Source: an optimization exercise on an open RTL-to-GDS flow (aim: small area and a short achievable clock period). Production flows keep margins and buffers that such runs may drop.
Where RTL was checked, it was by simulation tests only, not by an equivalence proof against the original.
No activity file was given, so power comes from the tool's default toggle rates.

## dmem_responder
module dmem_responder #(
    parameter int ADDR_W  = 6,
    parameter int LATENCY = 2
) (
    input  logic        clk,
    input  logic        rst,
    input  logic        memreq,
    input  logic        memwrite,
    input  logic [31:0] dataadr,
    input  logic [31:0] writedata,
    output logic [31:0] readdata,
    output logic        ready,
    output logic        busy,
    output logic        err
);
Settings: LEC_CHECK=0, CAP_MARGIN=20, CORE_MARGIN=2, CORE_UTILIZATION=65, CTS_CLUSTER_DIAMETER=80, CTS_CLUSTER_SIZE=30, GPL_TIMING_DRIVEN=0, PLACE_DENSITY=0.75, SETUP_SLACK_MARGIN=2.85, SLEW_MARGIN=20; clock period 5.0 ns.
run.sh (not shown) runs the stock make flow with config.mk's settings and CLKGATE_MAP_FILE= SYNTH_SCRIPT=/design/flow/synth_recipe.tcl, a recipe that flattens the netlist after the stock synthesis.
Next try:
GPL_TIMING_DRIVEN = not set   (was 0)
Final cell count is lower by a few percent; die area does not change; total power is about the same; routed wire length is lower by a few percent; clock-buffer cell count is higher by 8.
Next try:
GPL_ROUTABILITY_DRIVEN = 0   (was not set)
=>
- The new run passed the timing, design-rule and antenna checks
- combinational power stays flat
- setup slack stays the same
- die area is unchanged
- register-to-register slack stays flat
- worst hold slack is unchanged
- routed wire length stays the same
No run of this note included a check of the RTL's function; only the layout flow was run.

== 05-11 ==
Another version of the RTL of dmem_responder (not shown whole).
Size in the first run: about 2,300 flip-flops, roughly 100 I/O pins, ~58,000 um^2 of cells after synthesis.
make LEC_CHECK=0 CAP_MARGIN=20 CORE_MARGIN=2 CORE_UTILIZATION=75 CTS_CLUSTER_DIAMETER=80 CTS_CLUSTER_SIZE=30 PLACE_DENSITY=0.85 SETUP_SLACK_MARGIN=2.85 SLEW_MARGIN=20 finish   # period 5.0 ns
Changes in 07-20 relative to 05-11:
- swapping 80 for 60 in CTS_CLUSTER_DIAMETER
- swapping 2.85 for 2.8 in SETUP_SLACK_MARGIN
- swapping 75 for 40 in CORE_UTILIZATION
- putting CTS_BUF_LIST at sky130_fd_sc_hd__clkbuf_8 sky130_fd_sc_hd__clkbuf_16 where nothing was set
- swapping 30 for 20 in CTS_CLUSTER_SIZE
- clearing PLACE_DENSITY, which used to be 0.85
Findings:
Per the final summary, 07-20 finished and its layout is clean on timing, DRC and antenna. Count of buffers not belonging to the clock network in the layout: 05-11 vs 07-20 — no meaningful difference. 07-20 ended with more wire length of the first global-routing pass than 05-11. Compared 05-11 against 07-20; final wirelength within noise. Delta (07-20 minus 05-11): reported net switching power now larger, share of the clock period used by the worst path after layout now smaller, combinational logic power now smaller. 07-20 vs. 05-11: detailed placement HPWL up 5600 um, cell area power density went up about 6%, area enclosed by the die boundary +86%.

## quartz
dmem_responder again, from the RTL that the note above started with.
// dmem_responder
module dmem_responder #(
    parameter int ADDR_W  = 6,
    parameter int LATENCY = 2
) (
    input  logic        clk,
    input  logic        rst,
    input  logic        memreq,
    input  logic        memwrite,
    input  logic [31:0] dataadr,
    input  logic [31:0] writedata,
    output logic [31:0] readdata,
    output logic        ready,
    output logic        busy,
    output logic        err
);
Settings: LEC_CHECK=0, CAP_MARGIN=20, CORE_MARGIN=2, CORE_UTILIZATION=65, CTS_CLUSTER_DIAMETER=80, CTS_CLUSTER_SIZE=30, PLACE_DENSITY=0.75, SETUP_SLACK_MARGIN=3.0, SLEW_MARGIN=20; clock period 5.0 ns.
Modified inputs, ember compared to quartz
- swapping 3.0 for 2.85 in SETUP_SLACK_MARGIN
- putting ABC_CLOCK_PERIOD_IN_PS at 2000 where nothing was set
Results
- Compared with quartz, ember shows a met3 wire length that is 3.9% higher.
- Diff quartz -> ember | number of buffers added by the clock tree synthesis step | up slightly
- Looking at termination of the worst setup path, the p0[13]$_DFF_P_ result is from quartz; the err one comes from ember.
- Power after layout: ember vs quartz, no meaningful difference
- | critical path depth | ember vs quartz | 3 lower |
- Summary of ember over quartz: core utilization decreased 0.82 points, achievable frequency increased 37 MHz, part of the power in combinational logic decreased 0.2 points, source-to-sink clock delay at the later pin of the worst-skew pair essentially unchanged.
- Path depth of the worst reg2reg path, quartz and ember: higher on ember
- Between quartz and ember, the half-perimeter wire length after detailed placement does not differ in any meaningful way.
- Compared quartz against ember; global routing usage on met3 within noise.
For violet, these inputs were changed with respect to ember:
- an added CTS_BUF_LIST of sky130_fd_sc_hd__clkbuf_8 sky130_fd_sc_hd__clkbuf_16
- a deleted ABC_CLOCK_PERIOD_IN_PS that had been 2000
- a change of CTS_CLUSTER_DIAMETER from 80 to 60
- a change of CTS_CLUSTER_SIZE from 30 to 20
Results
Relative to ember, post-route core utilization increased by 1.8 points in violet.
On number of cells in the finished layout apart from fillers, the lower figure sits with ember, not violet.
Relative to ember, first-pass iteration count of the detailed router has increased by 1 in violet.
For the cell area power density, violet came in about 6% higher than ember did.
Number of clock buffers inserted by TritonCTS for violet is higher than for ember.
Looking at final area across violet and ember, the one that comes out higher is violet.
Relative to violet, the following input files were edited for nickel:
- clearing CTS_BUF_LIST, which used to be sky130_fd_sc_hd__clkbuf_8 sky130_fd_sc_hd__clkbuf_16
- swapping 60 for 80 in CTS_CLUSTER_DIAMETER
- swapping 20 for 30 in CTS_CLUSTER_SIZE
## What came out
The lower global-route usage came out of nickel.
nickel vs. violet: proportion of cell area occupied by registers went up by 1.8 points.
The final reports for nickel and violet show power density over the cells lower in the former.
Worst path arrival time, nickel and violet, lower one = nickel.
Routed wire length per instance in nickel vs violet: down about 0.8%
Cell area on nickel is ahead of violet.
nickel vs. violet: multi-input combinational cell count has remained practically unchanged; area growth from synthesis to layout shrank by 2.7 points; number of remaining DRC errors was more or less identical.

## separate check: timing with driven ports
How much do the figures lean on ideal ports? The routed layouts below were timed once more, with nothing changed but the port constraints.
Step 1 assumes that a clkbuf_16 drives the clock port and a buf_2 every other input.
Step 2 adds t to the input delays and takes it off the output delays; t is the mean of the earliest and latest rising clock arrival at the registers after step 1. Input paths then give back, and output paths get back, about the clock's delay inside the block.
a / b / c = no drivers / after step 1 / after step 2; a / b = the first two.
| run | shift t [ns] | setup WS [ns] | hold WS [ns] |
|---|---|---|---|
| the first run of note 1 | 0.750 | 2.637 / 2.637 / 2.098 | 0.324 / 0.324 / 0.324 |
| the second run of note 1 | 0.761 | 2.807 / 2.734 / 2.153 | 0.321 / 0.321 / 0.321 |
| the third run of note 1 | 0.761 | 2.807 / 2.734 / 2.153 | 0.321 / 0.321 / 0.321 |
| 05-11 | 0.760 | 2.677 / 2.607 / 2.192 | 0.307 / 0.307 / 0.307 |
| 07-20 | 0.853 | 2.693 / 2.613 / 2.083 | 0.312 / 0.312 / 0.312 |
| quartz | 0.746 | 2.535 / 2.535 / 2.277 | 0.322 / 0.322 / 0.322 |
| ember | 0.746 | 2.742 / 2.671 / 2.185 | 0.317 / 0.317 / 0.317 |
| violet | 0.819 | 2.694 / 2.624 / 2.101 | 0.320 / 0.320 / 0.320 |
| nickel | 0.746 | 2.742 / 2.671 / 2.185 | 0.317 / 0.317 / 0.317 |
After both steps setup and hold are still met in every run listed.
